Background: an optimization exercise with open tools, aiming at small area. Do not read the settings as production practice. In this exercise RTL edits were held to simulation tests only and were not proved equivalent to the original. Power is estimated from default activity; no workload was simulated.

==> flow/design.v <==
package writeback_regfile_pkg;
    localparam int WB_XLEN   = 32;
    localparam int REG_NUM   = 32;
    localparam int REG_IDX_W = $clog2(REG_NUM);
    localparam logic [1:0] RES_ALU = 2'b00;
    localparam logic [1:0] RES_MEM = 2'b01;
    localparam logic [1:0] RES_PC4 = 2'b10;
    localparam logic [1:0] RES_IMM = 2'b11;
endpackage
module wb_result_bit (
    input  logic [3:0] d,
    input  logic [3:0] s,
    output logic       y
);
    assign y = |(d & s);
endmodule
module wb_result_mux
#(
    parameter int W = writeback_regfile_pkg::WB_XLEN
) (
    input  logic [1:0]   ResultSrc,
    input  logic [W-1:0] ALUResult,
    input  logic [W-1:0] ReadData,
    input  logic [W-1:0] PCPlus4,
    input  logic [W-1:0] ExtImm,
    output logic [W-1:0] Result
);
    logic [3:0] sel;
    assign sel[0] = (ResultSrc == writeback_regfile_pkg::RES_ALU);
    assign sel[1] = (ResultSrc == writeback_regfile_pkg::RES_MEM);
    assign sel[2] = (ResultSrc == writeback_regfile_pkg::RES_PC4);
    assign sel[3] = (ResultSrc == writeback_regfile_pkg::RES_IMM);
    for (genvar b = 0; b < W; b++) begin : g_bit
        wb_result_bit u_bit (
            .d ({ExtImm[b], PCPlus4[b], ReadData[b], ALUResult[b]}),
            .s (sel),
            .y (Result[b])
        );
    end
endmodule
module wb_rf_row #(
    parameter int W = 32
) (
    input  logic         clock,
    input  logic         hold,
    input  logic         we,
    input  logic [W-1:0] d,
    output logic [W-1:0] nxt
);
    logic [W-1:0] q;
    assign nxt = (q & {W{hold}}) | (d & {W{we}});
    always_ff @(posedge clock) begin
        q <= nxt;
    end
endmodule
module wb_aoi222 (
    input  logic [2:0] d,
    input  logic [2:0] s,
    output logic       y_n
);
    assign y_n = !((d[0] & s[0]) | (d[1] & s[1]) | (d[2] & s[2]));
endmodule
module wb_rd_bit (
    input  logic [31:1] d,
    input  logic [31:1] s,
    output logic        y
);
    logic [10:0] t_n;
    for (genvar k = 0; k < 10; k++) begin : g_t
        wb_aoi222 u_t (.d(d[3*k+3:3*k+1]), .s(s[3*k+3:3*k+1]), .y_n(t_n[k]));
    end
    assign t_n[10] = !(d[31] & s[31]);
    assign y = !(&t_n[3:0]) | !(&t_n[7:4]) | !(&t_n[10:8]);
endmodule
module wb_inc_grp (
    input  logic [3:0] q,
    input  logic       cin,
    output logic [3:0] s,
    output logic       ones
);
    logic [4:0] c;
    assign c[0] = cin;
    for (genvar j = 0; j < 4; j++) begin : g_bit
        assign s[j]   = q[j] ^ c[j];
        assign c[j+1] = q[j] & c[j];
    end
    assign ones = &q;
endmodule
module writeback_regfile
#(
    parameter int XLEN  = writeback_regfile_pkg::WB_XLEN,
    parameter int NREG  = writeback_regfile_pkg::REG_NUM,
    parameter int CNT_W = 32
) (
    input  logic                    clock,
    input  logic                    reset,
    input  logic                    RegWrite,
    input  logic [1:0]              ResultSrc,
    input  logic [$clog2(NREG)-1:0] RegAdrWrite,
    input  logic [XLEN-1:0]         ALUResult,
    input  logic [XLEN-1:0]         ReadData,
    input  logic [XLEN-1:0]         PCPlus4,
    input  logic [XLEN-1:0]         ExtImm,
    input  logic [$clog2(NREG)-1:0] Rs1Adr,
    input  logic [$clog2(NREG)-1:0] Rs2Adr,
    output logic [XLEN-1:0]         Rs1Data,
    output logic [XLEN-1:0]         Rs2Data,
    output logic [XLEN-1:0]         Result,
    output logic [CNT_W-1:0]        WbCount
);
    localparam int AW = $clog2(NREG);
    logic [XLEN-1:0]  regs_nxt [1:NREG-1];
    logic [CNT_W-1:0] wb_count_r;
    logic [XLEN-1:0]  result_s;
    logic             commit_s;
    logic [NREG-1:1]  we_s;
    logic [NREG-1:1]  hold_s;
    logic [NREG-1:1]  sel1_s;
    logic [NREG-1:1]  sel2_s;
    wb_result_mux #(.W(XLEN)) u_result_mux (
        .ResultSrc (ResultSrc),
        .ALUResult (ALUResult),
        .ReadData  (ReadData),
        .PCPlus4   (PCPlus4),
        .ExtImm    (ExtImm),
        .Result    (result_s)
    );
    assign commit_s = RegWrite && !reset && (RegAdrWrite != {AW{1'b0}});
    for (genvar i = 1; i < NREG; i++) begin : g_reg
        assign we_s[i]   = commit_s && (RegAdrWrite == AW'(i));
        assign hold_s[i] = !reset && !we_s[i];
        wb_rf_row #(.W(XLEN)) u_row (
            .clock (clock),
            .hold  (hold_s[i]),
            .we    (we_s[i]),
            .d     (result_s),
            .nxt   (regs_nxt[i])
        );
    end
    localparam int NGRP = CNT_W / 4;
    logic [CNT_W-1:0] cnt_r;
    logic [CNT_W-1:0] cnt_s;
    logic             pend_r;
    logic [NGRP:0]    gcarry_s;
    logic [NGRP-1:0]  gones_s;
    assign gcarry_s[0] = pend_r;
    for (genvar k = 0; k < NGRP; k++) begin : g_cnt
        wb_inc_grp u_grp (
            .q    (cnt_r[4*k+3:4*k]),
            .cin  (gcarry_s[k]),
            .s    (cnt_s[4*k+3:4*k]),
            .ones (gones_s[k])
        );
        assign gcarry_s[k+1] = gcarry_s[k] & gones_s[k];
    end
    always_ff @(posedge clock) begin
        pend_r <= commit_s;
        cnt_r  <= cnt_s & {CNT_W{!reset}};
    end
    assign wb_count_r = cnt_s;
    for (genvar i = 1; i < NREG; i++) begin : g_sel
        assign sel1_s[i] = (Rs1Adr == AW'(i));
        assign sel2_s[i] = (Rs2Adr == AW'(i));
    end
    for (genvar b = 0; b < XLEN; b++) begin : g_rd
        logic [NREG-1:1] col;
        for (genvar i = 1; i < NREG; i++) begin : g_col
            assign col[i] = regs_nxt[i][b];
        end
        wb_rd_bit u_rd1 (.d(col), .s(sel1_s), .y(Rs1Data[b]));
        wb_rd_bit u_rd2 (.d(col), .s(sel2_s), .y(Rs2Data[b]));
    end
    assign Result  = result_s;
    assign WbCount = wb_count_r;
endmodule
export LEC_CHECK = 0
export CAP_MARGIN = 20
export CORE_MARGIN = 2
export CORE_UTILIZATION = 40
export SETUP_SLACK_MARGIN = 0.1
export SLEW_MARGIN = 20
export SYNTH_HIERARCHICAL = 1
create_clock -name core_clock -period 7.0 [get_ports {clock}]
standard.sh (not shown) runs the stock make flow with config.mk's settings and CLKGATE_MAP_FILE= SYNTH_SCRIPT=/design/flow/synth_recipe.tcl, a recipe that flattens the netlist after the stock synthesis.
==> flow/flow/run.sh <==
#!/bin/bash
# Standard ORFS layout with changes that only affect how the layout is built:
# small port buffers and a clock tree with larger sink clusters and no dummy
# loads. All ORFS logs stay under orfs/logs; make's own output goes to
# make_finish.log here.
set -euo pipefail
export BUFFER_PORTS_ARGS="-buffer_cell sky130_fd_sc_hd__buf_1"
export CTS_ARGS="-sink_clustering_enable -repair_clock_nets -dont_use_dummy_load -sink_clustering_size 25 -sink_clustering_max_diameter 100"
bash standard.sh finish > make_finish.log 2>&1
The starting point went through all stages and came out clean.
Edit:
==> flow/flow/run.sh (replaced) <==
#!/bin/bash
# Standard ORFS layout with changes that only affect how the layout is built:
# small port buffers, a clock tree with larger sink clusters and no dummy
# loads, and gate downsizing on paths with slack after global routing,
# followed by a second slew/capacitance repair (flow/post_grt.tcl). Synthesis gate
# sizes are reset to the smallest drive before placement (flow/post_floorplan.tcl).
set -euo pipefail
export BUFFER_PORTS_ARGS="-buffer_cell sky130_fd_sc_hd__buf_1"
export CTS_ARGS="-sink_clustering_enable -repair_clock_nets -dont_use_dummy_load -sink_clustering_size 25 -sink_clustering_max_diameter 100"
export RECOVER_POWER=100
export POST_GLOBAL_ROUTE_TCL="$PWD/flow/post_grt.tcl"
export POST_FLOORPLAN_TCL="$PWD/flow/post_floorplan.tcl"
bash standard.sh finish > make_finish.log 2>&1
==> flow/flow/post_floorplan.tcl (new file) <==
# Area recovery: start every combinational gate at its smallest drive
# strength (synthesis sized gates without wires). The flow's later
# repair_design and repair_timing upsize the ones that need it.
set db [ord::get_db]
set n 0
foreach inst [[ord::get_db_block] getInsts] {
  set m [[$inst getMaster] getName]
  if {![regexp {^(sky130_fd_sc_hd__[a-z0-9]+)_([0-9]+)$} $m -> base sz]} { continue }
  if {$sz <= 1} { continue }
  if {[regexp {__(df|edf|sdf|dl|clk|conb|tap|fill|decap|diode|buf)} $base]} { continue }
  foreach cand [list ${base}_1 ${base}_0] {
    set nm [$db findMaster $cand]
    if {$nm ne "NULL" && $nm ne ""} {
      $inst swapMaster $nm
      incr n
      break
    }
  }
}
puts "post_floorplan: downsized $n gates"
==> flow/flow/post_grt.tcl (new file) <==
# Power recovery may downsize drivers past the slew and capacitance limits:
# repair those again and legalise, then reroute the touched nets.
log_cmd global_route -start_incremental
repair_design_helper
log_cmd detailed_placement
log_cmd global_route -end_incremental
log_cmd estimate_parasitics -global_routing
report_worst_slack -max
report_check_types -max_slew -max_capacitance -violators
Settings changed: CORE_UTILIZATION 40 to 55.
What happened: Wire length decreases by 1.9%; sequential power stays flat; global-route usage is higher by 11 points; final cell count goes down by about 8%; total power falls by about 0.6%; non-clock buffer count climbs by 6; worst hold slack gets better by 0.013 ns.

## re-timing with driven ports
In the flow no input, the clock included, has a driving cell. The finished layouts below were timed again as built, in two steps. Step 1: set_driving_cell puts a clkbuf_16 on clock and a buf_2 on each other input, an assumption about the parent block. Step 2 also shifts input and output timing later by t, the mid clock arrival at the registers, as if the neighbouring blocks saw the same clock. Slacks: ideal ports / drivers / drivers and shift; pairs: ideal ports / drivers.
run | t, ns | setup WS [ns] | worst setup path after step 2 | pins driven straight from the clock port
the first run | 0.706 | 0.440 / 0.411 / 0.411 | input to output | 1
the second run | 0.693 | 0.181 / 0.154 / 0.154 | input to output | 1
After both steps setup and hold are still met in every run listed. The setup slack of the first run, which loses most, moves by -0.029 ns with the drivers and by -0.029 ns with both steps.
